This is an optimization exercise on Yosys and OpenROAD, whose aim is small area and a short achievable clock period, not a production implementation.
In this exercise RTL edits were held to simulation tests only and were not proved equivalent to the original.
No activity file was given, so power comes from the tool's default toggle rates.

==> job 3161 <==
==> flow/design.v (excerpt) <==
module booth_mul32
(
  input  logic        i_clkp,
  input  logic        i_reset,
  input  logic [31:0] i_multa,
  input  logic [31:0] i_multb,
  output logic [63:0] o_product
);
Settings: LEC_CHECK=0, CAP_MARGIN=20, CORE_MARGIN=2, CORE_UTILIZATION=40, SLEW_MARGIN=20; clock period 6.5 ns.
run.sh (not shown) runs the stock make flow with config.mk's settings and CLKGATE_MAP_FILE= SYNTH_SCRIPT=/design/flow/synth_recipe.tcl, a recipe that flattens the netlist after the stock synthesis.
==> inputs of job 8132, as changes to job 3161 <==
- ABC_AREA: default -> 1
- SETUP_SLACK_MARGIN: default -> 3.5
==> qor summary <==
Met2 track demand over resource in global routing: job 8132 40.5%; job 3161 36.0%
Final Cycle Share: job 8132 52.6%; job 3161 65.9%
Pin count of the biggest net entering global routing: job 8132 38; job 3161 40
Number of core rows: job 8132 102; job 3161 101
Cell count along the critical path: job 8132 13; job 3161 14
Adder-cell share of the synthesized area: job 8132 32.3%; job 3161 32.7%
Power density over cell area: job 8132 617 nW/um^2; job 3161 565 nW/um^2
Clock group share of total power: job 8132 8.6%; job 3161 11.7%
Non-clock buffer total of the final layout: job 8132 414; job 3161 165
Flip-flop and latch area: job 8132 6360 sq um; job 3161 6310 sq um
Post-synthesis cell type count: job 8132 40; job 3161 58
Sequential group share of total power: job 8132 12.0%; job 3161 17.9%
Routed vias/inst: job 8132 5.75; job 3161 5.67
Fraction of post-synthesis cell area in the top cell type by area: job 8132 27.7%; job 3161 28.1%
Psw: job 8132 12.9 mW; job 3161 9.24 mW
Static power due to leakage: job 8132 18.0 nW; job 3161 14.0 nW
Start point of the critical path: job 8132 r1_a15; job 3161 r2_c28_1
Post-CTS setup buffer count: job 8132 128; job 3161 0
Multi-input combinational cell count: job 8132 2182; job 3161 2008
Outcome: job 8132 no timing/DRC/antenna violations; job 3161 no timing/DRC/antenna violations

* * *

==> run a <==
Another version of the RTL of booth_mul32 (not shown whole).
export LEC_CHECK = 0
export ABC_AREA = 1
export CAP_MARGIN = 60
export CORE_MARGIN = 2
export CORE_UTILIZATION = 35
export CTS_CLUSTER_DIAMETER = 150
export CTS_CLUSTER_SIZE = 20
export GPL_ROUTABILITY_DRIVEN = 0
export SETUP_SLACK_MARGIN = 3.3
export SLEW_MARGIN = 60
export SYNTH_HIERARCHICAL = 1
create_clock -name core_clock -period 6.5 [get_ports {i_clkp}]
standard.sh (not shown) runs the stock make flow with config.mk's settings and CLKGATE_MAP_FILE= SYNTH_SCRIPT=/design/flow/synth_recipe.tcl, a recipe that flattens the netlist after the stock synthesis.
==> flow/flow/run.sh <==
#!/bin/bash
# Layout flow: the standard layout (standard.sh, unchanged synthesis and
# steps), with the port buffers that global placement inserts made plain
# buf_2 cells instead of the default delay buffer. All of make's output goes
# to flow_make.log in this folder; ORFS keeps each step's log under orfs/logs.
set -euo pipefail
bash standard.sh "BUFFER_PORTS_ARGS=-buffer_cell sky130_fd_sc_hd__buf_2" finish > flow_make.log 2>&1
==> inputs of run b, as changes to run a <==
CORE_UTILIZATION = 40   (was 35)
CTS_CLUSTER_DIAMETER = 120   (was 150)
CTS_CLUSTER_SIZE = 16   (was 20)
==> inputs of run c, as changes to run a <==
CORE_UTILIZATION = 40   (was 35)
CTS_CLUSTER_DIAMETER = default   (was 150)
CTS_CLUSTER_SIZE = default   (was 20)
==> comparison <==
Run b completed without violations. Run a finished clean. Run c passed the timing, design-rule and antenna checks.
The highest clock skew belongs to run c, the lowest to run a.
Via count: run b < run a < run c.
Between run b and run a, the lower die area is in run b (gap 12%, measured against run a).
In run a the final area is smaller than in run c, by about 3%.
Synthesized cell count is the same in run c and run a.
Maximum frequency: run c is lower than run b (0.25%).
Setup slack: run a > run b > run c.
In run c the wire length is larger than in run b, by 0.33%.
The highest worst hold slack belongs to run b, the lowest to run a.
Between run c and run a, the lower clock power is in run a (gap about 80%, measured against run a).
==> figures <==
| item | run c | run a | run b |
|---|---|---|---|
| Status | complete, no violations | complete, no violations | complete, no violations |
| Max stage delay on crit path | 0.73 ns | 0.54 ns | 0.59 ns |
| Antenna violations before repair | 1 | 1 | 0 |
| Capturing point of the worst reg2reg path | r2_c42_1 | r2_c33_3 | r2_c42_1 |
| FF-to-FF setup slack | 3.28 ns | 3.29 ns | 3.28 ns |
| Skew final | 0.0527 ns | 0.0292 ns | 0.0494 ns |
| Length of routed met3 wiring | 16,600 um | 16,400 um | 16,000 um |
| Critical-path cell with the highest stage delay | dfxtp_1 | fa_1 | fa_1 |
| Met1 Routed Length | 41,400 um | 41,400 um | 41,700 um |
| Proportion of cell area occupied by registers | 21.7% | 22.3% | 22.1% |
| Postcts setup bufs | 10 | 3 | 11 |
| Global-route met3 utilization | 12.3% | 10.4% | 11.6% |
| Capturing instance or port of the critical path | r2_c42_1 | r2_c33_3 | r2_c42_1 |
| Remaining max-slew budget at the tightest pin | 55.8% | 53.0% | 55.7% |
| Part of the cycle the worst path needs | 49.6% | 49.4% | 49.5% |
| Number of design-rule violations left by the first detailed-router iteration | 4,157 | 4,332 | 3,986 |
| Total of clock buffers placed in the layout | 59 | 24 | 30 |
| Non-filler cells, final | 4,136 | 4,255 | 4,096 |
| Effective utilization at floorplan | 40.5% | 35.4% | 40.5% |
| Largest driver fanout on the critical path | 10 | 19 | 32 |
| Pwr Density | 692 nW/um^2 | 632 nW/um^2 | 676 nW/um^2 |
| Layout non-clock buf frac | 3.96% | 3.86% | 4.06% |

* * *

==> inputs of exp/umber <==
Starting RTL as in the previous note.
// booth_mul32
module booth_mul32
(
  input  logic        i_clkp,
  input  logic        i_reset,
  input  logic [31:0] i_multa,
  input  logic [31:0] i_multb,
  output logic [63:0] o_product
);
clock: 6.5 ns
lec_check: 0
abc_area: 1
cap_margin: 60
core_margin: 2
core_utilization: 40
cts_cluster_diameter: 150
cts_cluster_size: 20
gpl_routability_driven: 0
setup_slack_margin: 3.35
slew_margin: 60
synth_hierarchical: 1
Scripts as last shown in full above: flow/flow/run.sh
==> exp/pepper (differences from exp/umber) <==
--- a/flow/config.mk
+++ b/flow/config.mk
@@ -13,5 +13,5 @@
 export CTS_CLUSTER_SIZE = 20
 export GPL_ROUTABILITY_DRIVEN = 0
-export SETUP_SLACK_MARGIN = 3.35
+export SETUP_SLACK_MARGIN = 3.3
 export SLEW_MARGIN = 60
 export SYNTH_HIERARCHICAL = 1
==> exp/ember (differences from exp/umber) <==
--- a/flow/config.mk
+++ b/flow/config.mk
@@ -13,5 +13,5 @@
 export CTS_CLUSTER_SIZE = 20
 export GPL_ROUTABILITY_DRIVEN = 0
-export SETUP_SLACK_MARGIN = 3.35
+export SETUP_SLACK_MARGIN = 3.2
 export SLEW_MARGIN = 60
 export SYNTH_HIERARCHICAL = 1
==> summary.md <==
| Metric | Value |
|---|---|
| Status | no timing/DRC/antenna violations |
| Reg clk slew, reported paths | 0.08 ns |
| DRT iter0 DRCs | slightly above 4000 |
| Global-route wire length before repair | 164 mm |
| Final Instance Area | 32100 um2 |
| GR Layer Usage met1 | 0.355 |
| Crit path time final | roughly 3.2 ns |
| Skew-Pair Late Insertion Delay | between 0.5 and 0.6 ns |
| Vias | around 26000 |
| P per Cell Area | approximately 670 nW/um2 |
| R2R Setup Slk | 3.29 ns |
| Least-Margin Pin Slew | 0.657 ns |
| Seq group | between 3 and 4 mW |
| R2R cell count | 7 |
(the above is from exp/pepper)
==> summary.md <==
| Metric | Value |
|---|---|
| R2R cell count | 8 |
| Final Instance Area | 32300 um2 |
| R2R Setup Slk | 3.30 ns |
| Reg clk slew, reported paths | approximately 0.080 ns |
| Skew-Pair Late Insertion Delay | 0.58 ns |
| Global-route wire length before repair | 164 mm |
| Least-Margin Pin Slew | 0.678 ns |
| Vias | 26300 |
| GR Layer Usage met1 | 0.352 |
| Max stage delay cell, worst path | a221oi_1 |
| Fin util | 0.441 |
| Crit path time final | 3.20 ns |
| Status | no timing/DRC/antenna violations |
(the above is from exp/umber)
==> summary.md <==
| Metric | Value |
|---|---|
| GR Layer Usage met1 | 0.348 |
| Reg clk slew, reported paths | 0.10 ns |
| Global-route wire length before repair | 163 mm |
| R2R Setup Slk | 3.19 ns |
| Crit path time final | ~3.3 ns |
| Skew-Pair Late Insertion Delay | 0.59 ns |
| P per Cell Area | 646 nW/um2 |
| Status | no timing/DRC/antenna violations |
| DRT iter0 DRCs | 4139 |
| Least-Margin Pin Slew | 0.651 ns |
(the above is from exp/ember)

static timing again, ports no longer ideal:
No port has a modelled driver above. Below, the same layouts with a new extraction and two added sets of constraints.
Step 1: set_driving_cell puts a clkbuf_16 on i_clkp and a buf_2 on each other input, an assumption about the parent block.
Step 2 also shifts input and output timing later by t, the mid clock arrival at the registers, as if the neighbouring blocks saw the same clock.
a / b / c = ideal ports / drivers / drivers and shift; a / b = the first two.
run	t (ns)	setup slack, ns	clock arrival spread, ns	slew at the worst register clock pin (ns)
job 3161	0.631	2.219 / 2.219 / 2.219	0.035 / 0.035	0.07 / 0.07
job 8132	0.631	3.081 / 3.081 / 3.081	0.021 / 0.022	0.06 / 0.06
run a	0.647	3.287 / 3.287 / 3.006	0.029 / 0.029	0.11 / 0.11
run b	0.688	3.283 / 3.283 / 2.949	0.050 / 0.050	0.08 / 0.08
run c	0.641	3.275 / 3.275 / 2.924	0.052 / 0.053	0.08 / 0.08
exp/umber	0.641	3.299 / 3.299 / 3.001	0.025 / 0.025	0.10 / 0.10
exp/pepper	0.643	3.290 / 3.290 / 2.939	0.022 / 0.022	0.10 / 0.10
exp/ember	0.637	3.188 / 3.188 / 2.960	0.028 / 0.028	0.10 / 0.10
After both steps every run listed still meets setup and hold.
